From an optimization exercise on the open Yosys and OpenROAD flow, aimed at small area and a short achievable clock period; shortcuts taken in it are not production practice. Where RTL was checked, it was by simulation tests only, not by an equivalence proof against the original. No activity file was given, so power comes from the tool's default toggle rates.

== rev 12 ==
==> flow/design.v <==
`default_nettype none
module psram_spi_responder #(
    parameter int         ADDR_W = 8,
    parameter logic [7:0] MF_ID  = 8'h0D,
    parameter logic [7:0] KGD_ID = 8'h5D
) (
    input  logic sys_clk,
    input  logic sys_reset_n,
    input  logic ce_n,
    input  logic sclk,
    input  logic si,
    output logic so,
    output logic so_oe,
    output logic busy,
    output logic rst_evt,
    output logic cmd_err
);
    localparam int DEPTH = 256;
    typedef enum logic [2:0] {
        S_IDLE, S_CMD, S_ADDR, S_RD, S_WR, S_ID, S_IGNORE
    } state_t;
    typedef enum logic [1:0] {K_RD, K_WR, K_ID} kind_t;
    logic [1:0]        ce_sync_q;
    logic [2:0]        sclk_sync_q;
    logic [1:0]        si_sync_q;
    state_t            state_q;
    kind_t             kind_q;
    logic [4:0]        bitcnt_q;
    logic [6:0]        sh_q;
    logic [2:0]        outcnt_q;
    logic [1:0]        id_idx_q;
    logic              reset_armed_q;
    logic              so_q, so_oe_q, busy_q, rst_evt_q, cmd_err_q;
    logic              we_q;
    logic [7:0]        rot_q;       
    logic [7:0]        pos_q;       
    logic              sel_q;       
    logic              got_q;       
    logic              b7a_q;       
    logic              b7b_q;       
    logic [6:0]        cur_q;       
    logic              pend_q;      
    logic [8*DEPTH-1:0] ring_q;
    logic              ce_s, sclk_rise, sclk_fall, si_s;
    logic              in_addr, in_rd, in_wr, in_id;
    logic [7:0]        byte_in;
    logic [7:0]        tap;
    logic [7:0]        id_byte;
    logic              consume, commit, load_pos, last_addr, ins, at0, at1;
    logic [7:0]        pos_ld;
    logic [7:0]        pos_p1, pos_p2;
    logic              bc7_q, bc22_q, bc23_q, oc0_q;
    logic [6:0]        cap;
    logic [7:0]        tap8, tap16, tap32;
    assign ce_s      = ce_sync_q[1];
    assign si_s      = si_sync_q[1];
    assign sclk_rise =  sclk_sync_q[1] & ~sclk_sync_q[2];
    assign sclk_fall = ~sclk_sync_q[1] &  sclk_sync_q[2];
    assign byte_in   = {sh_q, si_s};
    assign in_addr = state_q == S_ADDR;
    assign in_rd   = state_q == S_RD;
    assign in_wr   = state_q == S_WR;
    assign in_id   = state_q == S_ID;
    assign tap8  = ring_q[{pos_q[7:3], 3'b000, 3'b000} +: 8];
    assign tap16 = ring_q[{pos_q[7:4], 4'b0000, 3'b000} +: 8];
    assign tap32 = ring_q[{pos_q[7:5], 5'b00000, 3'b000} +: 8];
    assign tap   = {tap8[7:5], tap16[4:3], tap32[2:0]};
    assign at0 = pos_q[2:0] == 3'd0;    
    assign at1 = pos_q[2:0] == 3'd1;    
    always_comb begin
        case (id_idx_q)
            2'd0:    id_byte = MF_ID;
            2'd1:    id_byte = KGD_ID;
            default: id_byte = 8'h00;
        endcase
    end
    always_ff @(posedge sys_clk or negedge sys_reset_n) begin
        if (!sys_reset_n) begin
            ce_sync_q   <= 2'b11;
            sclk_sync_q <= '0;
            si_sync_q   <= '0;
        end else begin
            ce_sync_q   <= {ce_sync_q[0], ce_n};
            sclk_sync_q <= {sclk_sync_q[1:0], sclk};
            si_sync_q   <= {si_sync_q[0], si};
        end
    end
    always_ff @(posedge sys_clk) begin
        bc7_q  <= bitcnt_q == 5'd7;
        bc22_q <= bitcnt_q == 5'd22;
        bc23_q <= bitcnt_q == 5'd23;
        oc0_q  <= outcnt_q == 3'd0;
    end
    assign load_pos  = !ce_s && in_addr && sclk_rise && bc22_q;
    assign last_addr = !ce_s && in_addr && sclk_rise && bc23_q;
    assign consume   = !ce_s && in_rd && sclk_fall && oc0_q;
    assign commit    = !ce_s && in_wr && sclk_rise && bc7_q;
    always_ff @(posedge sys_clk or negedge sys_reset_n) begin
        if (!sys_reset_n) begin
            state_q       <= S_IDLE;
            kind_q        <= K_RD;
            bitcnt_q      <= '0;
            outcnt_q      <= '0;
            id_idx_q      <= '0;
            reset_armed_q <= 1'b0;
            so_q          <= 1'b0;
            so_oe_q       <= 1'b0;
            busy_q        <= 1'b0;
            rst_evt_q     <= 1'b0;
            cmd_err_q     <= 1'b0;
            we_q          <= 1'b0;
        end else begin
            rst_evt_q <= 1'b0;
            cmd_err_q <= 1'b0;
            we_q      <= 1'b0;
            if (ce_s) begin
                state_q  <= S_IDLE;
                so_q     <= 1'b0;
                so_oe_q  <= 1'b0;
                busy_q   <= 1'b0;
                bitcnt_q <= '0;
                outcnt_q <= '0;
            end else begin
                busy_q <= 1'b1;
                case (state_q)
                    S_IDLE: begin
                        state_q  <= S_CMD;
                        bitcnt_q <= '0;
                    end
                    S_CMD: if (sclk_rise) begin
                        bitcnt_q <= bitcnt_q + 5'd1;
                        if (bitcnt_q == 5'd7) begin
                            bitcnt_q      <= '0;
                            reset_armed_q <= 1'b0;
                            state_q       <= S_IGNORE;
                            case (byte_in)
                                8'h03: begin kind_q <= K_RD;  state_q <= S_ADDR; end
                                8'h02: begin kind_q <= K_WR;  state_q <= S_ADDR; end
                                8'h9F: begin kind_q <= K_ID;  state_q <= S_ADDR; end
                                8'h66: reset_armed_q <= 1'b1;
                                8'h99: if (reset_armed_q) rst_evt_q <= 1'b1;
                                default: cmd_err_q <= 1'b1;
                            endcase
                        end
                    end
                    S_ADDR: if (sclk_rise) begin
                        bitcnt_q <= bitcnt_q + 5'd1;
                        if (bitcnt_q == 5'd23) begin
                            bitcnt_q <= '0;
                            outcnt_q <= '0;
                            id_idx_q <= '0;
                            case (kind_q)
                                K_WR:    state_q <= S_WR;
                                K_ID:    state_q <= S_ID;
                                default: state_q <= S_RD;
                            endcase
                        end
                    end
                    S_RD, S_ID: if (sclk_fall) begin
                        so_oe_q  <= 1'b1;
                        outcnt_q <= outcnt_q + 3'd1;
                        if (state_q == S_ID)
                            so_q <= id_byte[3'd7 - outcnt_q];
                        else if (outcnt_q == 3'd0)
                            so_q <= (sel_q | got_q) ? b7b_q : b7a_q;
                        else
                            so_q <= cur_q[3'd7 - outcnt_q];
                        if (outcnt_q == 3'd7 && state_q == S_ID && id_idx_q != 2'd2)
                            id_idx_q <= id_idx_q + 2'd1;
                    end
                    S_WR: if (sclk_rise) begin
                        bitcnt_q <= bitcnt_q + 5'd1;
                        if (bitcnt_q == 5'd7) begin
                            bitcnt_q <= '0;
                            we_q     <= 1'b1;
                        end
                    end
                    S_IGNORE: ;
                    default: state_q <= S_IDLE;
                endcase
            end
        end
    end
    assign ins    = (we_q | pend_q) && pos_q[4:0] == 5'd0;
    assign pos_p1 = pos_q + 8'd1;
    assign pos_p2 = pos_q + 8'd2;
    genvar k;
    generate
        for (k = 0; k < 7; k++) begin : g_cap
            localparam int PW = k >= 5 ? 3 : k >= 3 ? 4 : 5;    
            wire prev = outcnt_q != 3'd0 && outcnt_q <= 3'(7 - k);
            assign cap[k] = in_rd && pos_q[PW-1:0] == (prev ? PW'(1) : PW'(0));
        end
    endgenerate
    assign pos_ld = {sh_q[5:0], si_s, 1'b1} + rot_q;
    always_ff @(posedge sys_clk)
        if (!ce_s && sclk_rise)
            sh_q <= byte_in[6:0];
    always_ff @(posedge sys_clk) begin
        rot_q  <= rot_q + 8'd1;
        pend_q <= (we_q | pend_q) & ~(pos_q[4:0] == 5'd0);
        if (load_pos)
            pos_q <= pos_ld;
        else if (consume || commit)
            pos_q <= pos_p2;
        else if (last_addr)
            pos_q <= pos_q + {7'd0, si_s};
        else
            pos_q <= pos_p1;
        if (last_addr) begin
            sel_q <= si_s;
            got_q <= 1'b0;
        end else if (consume) begin
            sel_q <= 1'b1;
        end else if (in_rd && at0) begin
            got_q <= 1'b1;
        end
        if (in_addr && at1)
            b7a_q <= tap[7];
        if (commit)
            b7b_q <= byte_in[7];
        else if ((in_addr || in_rd) && at0)
            b7b_q <= tap[7];
        for (int k = 0; k < 7; k++) begin
            if (commit)
                cur_q[k] <= byte_in[k];
            else if (cap[k])
                cur_q[k] <= tap[k];
        end
    end
    genvar p;
    generate
        for (p = 0; p < DEPTH; p++) begin : g_ring
            if (p % 32 == 0) begin : g_ins
                always_ff @(posedge sys_clk)
                    ring_q[8*p +: 8] <= (ins && pos_q[7:5] == 3'(p / 32)) ? {b7b_q, cur_q}
                                        : ring_q[8*((p + DEPTH - 1) % DEPTH) +: 8];
            end else begin : g_sh
                always_ff @(posedge sys_clk)
                    ring_q[8*p +: 8] <= ring_q[8*((p + DEPTH - 1) % DEPTH) +: 8];
            end
        end
    endgenerate
    assign so      = so_q;
    assign so_oe   = so_oe_q;
    assign busy    = busy_q;
    assign rst_evt = rst_evt_q;
    assign cmd_err = cmd_err_q;
endmodule
`default_nettype wire
clock: 5.0 ns
lec_check: 0
cap_margin: 20
core_margin: 2
core_utilization: 70
cts_cluster_diameter: 60
cts_cluster_size: 32
setup_slack_margin: 3.0
slew_margin: 20
run.sh (not shown) runs the stock make flow with config.mk's settings and CLKGATE_MAP_FILE= SYNTH_SCRIPT=/design/flow/synth_recipe.tcl, a recipe that flattens the netlist after the stock synthesis.
Rev 12: full flow OK, the timing, design-rule and antenna checks passed
#### Input delta (rev 13 over rev 12)
--- a/flow/design.v
+++ b/flow/design.v
@@ -41,6 +41,7 @@
     logic [6:0]        cur_q;       
     logic              pend_q;      
     logic [8*DEPTH-1:0] ring_q;
+    logic [7:0]        ins_q;       
     logic              ce_s, sclk_rise, sclk_fall, si_s;
     logic              in_addr, in_rd, in_wr, in_id;
     logic [7:0]        byte_in;
@@ -198,13 +199,15 @@
             sh_q <= byte_in[6:0];
     always_ff @(posedge sys_clk) begin
         rot_q  <= rot_q + 8'd1;
+        for (int k = 0; k < 8; k++)
+            ins_q[k] <= ins && pos_q[7:5] == 3'(k);
         pend_q <= (we_q | pend_q) & ~(pos_q[4:0] == 5'd0);
         if (load_pos)
             pos_q <= pos_ld;
         else if (consume || commit)
             pos_q <= pos_p2;
-        else if (last_addr)
-            pos_q <= pos_q + {7'd0, si_s};
+        else if (last_addr && !si_s)
+            pos_q <= pos_q;
         else
             pos_q <= pos_p1;
         if (last_addr) begin
@@ -231,10 +234,10 @@
     genvar p;
     generate
         for (p = 0; p < DEPTH; p++) begin : g_ring
-            if (p % 32 == 0) begin : g_ins
+            if (p % 32 == 1) begin : g_ins
                 always_ff @(posedge sys_clk)
-                    ring_q[8*p +: 8] <= (ins && pos_q[7:5] == 3'(p / 32)) ? {b7b_q, cur_q}
-                                        : ring_q[8*((p + DEPTH - 1) % DEPTH) +: 8];
+                    ring_q[8*p +: 8] <= ins_q[p / 32] ? {b7b_q, cur_q}
+                                        : ring_q[8*(p - 1) +: 8];
             end else begin : g_sh
                 always_ff @(posedge sys_clk)
                     ring_q[8*p +: 8] <= ring_q[8*((p + DEPTH - 1) % DEPTH) +: 8];
Findings:
Diff rev 12 -> rev 13: worst IR drop on VDD has increased, synthesized cell count held steady, share of final layout cell area taken by non-clock buffers lower, basic-gate share of the synthesized area counting and, or, nand and nor cells down 0.29 points, synthesis-to-finish area growth shows a reduction of 1.0 points.
For overall power, rev 12 and rev 13 come out practically identical.
Per the final summary, rev 13 finished and its layout is clean on timing, DRC and antenna.
The worst setup slack after layout of rev 13 falls short of that of rev 12 by 53 ps.
No functional check of the RTL was part of any run of this note.

---

RTL: the design.v shown in full above, as it stands there.
clock: 5.0 ns
lec_check: 0
cap_margin: 20
core_margin: 2
core_utilization: 70
cts_cluster_diameter: 60
cts_cluster_size: 32
setup_slack_margin: 2.9
slew_margin: 20
Change:
--- a/flow/design.v
+++ b/flow/design.v
@@ -203,8 +203,8 @@
             pos_q <= pos_ld;
         else if (consume || commit)
             pos_q <= pos_p2;
-        else if (last_addr)
-            pos_q <= pos_q + {7'd0, si_s};
+        else if (last_addr && !si_s)
+            pos_q <= pos_q;
         else
             pos_q <= pos_p1;
         if (last_addr) begin
The changed run finished clean.
Area after synthesis is higher by 0.48%.
Hold slack is worse by 15 ps.
Final area is higher by 0.82%.
Clock-buffer cell count is lower by 2.
Non-clock buffer count is higher by 12.
Routed wire length is higher by 1.2%.
Die area is higher by 0.47%.
Critical path depth does not change.
Power is higher by 6.1%.
Global-route usage barely changes.
Clock power is about the same.
For the first run of this note, only the layout was checked, not whether the RTL still works.

---

## xenon
psram_spi_responder with an RTL version that a note above also has.
For scale: ~10 I/O pins.
Settings: LEC_CHECK=0, CAP_MARGIN=20, CORE_MARGIN=2, CORE_UTILIZATION=70, CTS_CLUSTER_DIAMETER=60, CTS_CLUSTER_SIZE=32, SETUP_SLACK_MARGIN=2.7, SLEW_MARGIN=20; clock period 5.0 ns.
> inputs changed (xenon -> umber)
-- flow/design.v --
<<< xenon, line 41
    logic [6:0]        cur_q;       
    logic              pend_q;      
    logic [8*DEPTH-1:0] ring_q;
    logic              ce_s, sclk_rise, sclk_fall, si_s;
>>> umber, line 41
    logic [6:0]        cur_q;       
    logic              pend_q;      
    logic [7:0]        ins_q;       
    logic [8*DEPTH-1:0] ring_q;
    logic              ce_s, sclk_rise, sclk_fall, si_s;
<<< xenon, line 86
        end
    end
    always_ff @(posedge sys_clk) begin
        bc7_q  <= bitcnt_q == 5'd7;
        bc22_q <= bitcnt_q == 5'd22;
        bc23_q <= bitcnt_q == 5'd23;
        oc0_q  <= outcnt_q == 3'd0;
    end
    assign load_pos  = !ce_s && in_addr && sclk_rise && bc22_q;
>>> umber, line 87
        end
    end
    always_ff @(posedge sys_clk or negedge sys_reset_n) begin
        if (!sys_reset_n) begin
            bc7_q  <= 1'b0;
            bc22_q <= 1'b0;
            bc23_q <= 1'b0;
            oc0_q  <= 1'b1;
        end else begin
            bc7_q  <= bitcnt_q == 5'd7;
            bc22_q <= bitcnt_q == 5'd22;
            bc23_q <= bitcnt_q == 5'd23;
            oc0_q  <= outcnt_q == 3'd0;
        end
    end
    assign load_pos  = !ce_s && in_addr && sclk_rise && bc22_q;
<<< xenon, line 101
            kind_q        <= K_RD;
            bitcnt_q      <= '0;
            outcnt_q      <= '0;
            id_idx_q      <= '0;
>>> umber, line 109
            kind_q        <= K_RD;
            bitcnt_q      <= '0;
            sh_q          <= '0;
            outcnt_q      <= '0;
            id_idx_q      <= '0;
<<< xenon, line 123
            end else begin
                busy_q <= 1'b1;
                case (state_q)
                    S_IDLE: begin
>>> umber, line 132
            end else begin
                busy_q <= 1'b1;
                if (sclk_rise)
                    sh_q <= byte_in[6:0];
                case (state_q)
                    S_IDLE: begin
<<< xenon, line 185
    assign pos_p1 = pos_q + 8'd1;
    assign pos_p2 = pos_q + 8'd2;
    genvar k;
    generate
        for (k = 0; k < 7; k++) begin : g_cap
            localparam int PW = k >= 5 ? 3 : k >= 3 ? 4 : 5;    
            wire prev = outcnt_q != 3'd0 && outcnt_q <= 3'(7 - k);
            assign cap[k] = in_rd && pos_q[PW-1:0] == (prev ? PW'(1) : PW'(0));
        end
    endgenerate
    assign pos_ld = {sh_q[5:0], si_s, 1'b1} + rot_q;
    always_ff @(posedge sys_clk)
        if (!ce_s && sclk_rise)
            sh_q <= byte_in[6:0];
    always_ff @(posedge sys_clk) begin
        rot_q  <= rot_q + 8'd1;
        pend_q <= (we_q | pend_q) & ~(pos_q[4:0] == 5'd0);
        if (load_pos)
            pos_q <= pos_ld;
>>> umber, line 196
    assign pos_p1 = pos_q + 8'd1;
    assign pos_p2 = pos_q + 8'd2;
    always_comb begin
        for (int k = 0; k < 7; k++) begin
            logic       prev;
            logic [4:0] ph;
            prev = outcnt_q != 3'd0 && outcnt_q <= 3'(7 - k);
            ph   = k >= 5 ? {2'b00, pos_q[2:0]} : k >= 3 ? {1'b0, pos_q[3:0]} : pos_q[4:0];
            cap[k] = in_rd && ph == (prev ? 5'd1 : 5'd0);
        end
    end
    assign pos_ld = {sh_q[5:0], si_s, 1'b1} + rot_q;
    always_ff @(posedge sys_clk) begin
        rot_q  <= rot_q + 8'd1;
        pend_q <= (we_q | pend_q) & ~(pos_q[4:0] == 5'd0);
        for (int k = 0; k < 8; k++)
            ins_q[k] <= ins && pos_q[7:5] == 3'(k);
        if (load_pos)
            pos_q <= pos_ld;
<<< xenon, line 232
    generate
        for (p = 0; p < DEPTH; p++) begin : g_ring
            if (p % 32 == 0) begin : g_ins
                always_ff @(posedge sys_clk)
                    ring_q[8*p +: 8] <= (ins && pos_q[7:5] == 3'(p / 32)) ? {b7b_q, cur_q}
                                        : ring_q[8*((p + DEPTH - 1) % DEPTH) +: 8];
            end else begin : g_sh
                always_ff @(posedge sys_clk)
>>> umber, line 243
    generate
        for (p = 0; p < DEPTH; p++) begin : g_ring
            if (p % 32 == 1) begin : g_ins
                always_ff @(posedge sys_clk)
                    ring_q[8*p +: 8] <= ins_q[p / 32] ? {b7b_q, cur_q}
                                        : ring_q[8*(p - 1) +: 8];
            end else begin : g_sh
                always_ff @(posedge sys_clk)
==> comparison <==
Every stage of the flow completed for umber, and the final layout passed the timing, design-rule and antenna checks.
xenon ended with every stage complete and zero timing, DRC or antenna violations.
Changes observed in umber relative to xenon: non-clock buffer count fell 15; cell area essentially unchanged; worst hold slack after final layout now sits lower; top achievable clock speed now smaller.
Between umber and xenon, the power density over cell area does not differ in any meaningful way.
Re initial standard-cell utilization of the core: umber is 0.63 points down on xenon.
Total power consumption of the routed design (umber over xenon): decrease, about 0.4%
xenon has lower total nets after synthesis than umber.
The final reports for umber and xenon show flip-flop and latch count higher in the former.
xenon → umber: utilization of the core after routing decreased 1.0 points, number of placement rows +1.1%, routed wire length shrank by 4100 um.
Only the layout flow was run in umber; the RTL was not checked for function there.

==> port drivers added, routing unchanged <==
The results above use ideal ports. As a check the final layouts listed here were re-extracted and re-timed, cells and wires unchanged. Step 1 sets driving cells, clkbuf_16 on the clock port and buf_2 on the other inputs (assumed; they add their load-dependent delay and slew). Step 2 adds t to the input delays and takes it off the output delays; t is the mean of the earliest and latest rising clock arrival at the registers after step 1. Input paths then give back, and output paths get back, about the clock's delay inside the block. Slacks: ideal ports / drivers / drivers and shift; pairs: ideal ports / drivers.
| run | t, ns | setup slack, ns | worst register clock-pin slew, ns | worst data-port slew with drivers (ns) |
|---|---|---|---|---|
| rev 12 | 0.710 | 2.752 / 2.687 / 2.892 | 0.11 / 0.11 | 0.06 |
| rev 13 | 0.709 | 2.699 / 2.636 / 2.757 | 0.11 / 0.11 | 0.05 |
| the first run of note 2 | 0.710 | 2.761 / 2.694 / 2.953 | 0.11 / 0.11 | 0.05 |
| the second run of note 2 | 0.702 | 2.840 / 2.776 / 2.870 | 0.11 / 0.11 | 0.03 |
| xenon | 0.712 | 2.737 / 2.671 / 2.738 | 0.12 / 0.12 | 0.04 |
| umber | 0.714 | 2.726 / 2.662 / 2.744 | 0.11 / 0.11 | 0.04 |
After both steps setup and hold are still met in every run listed.
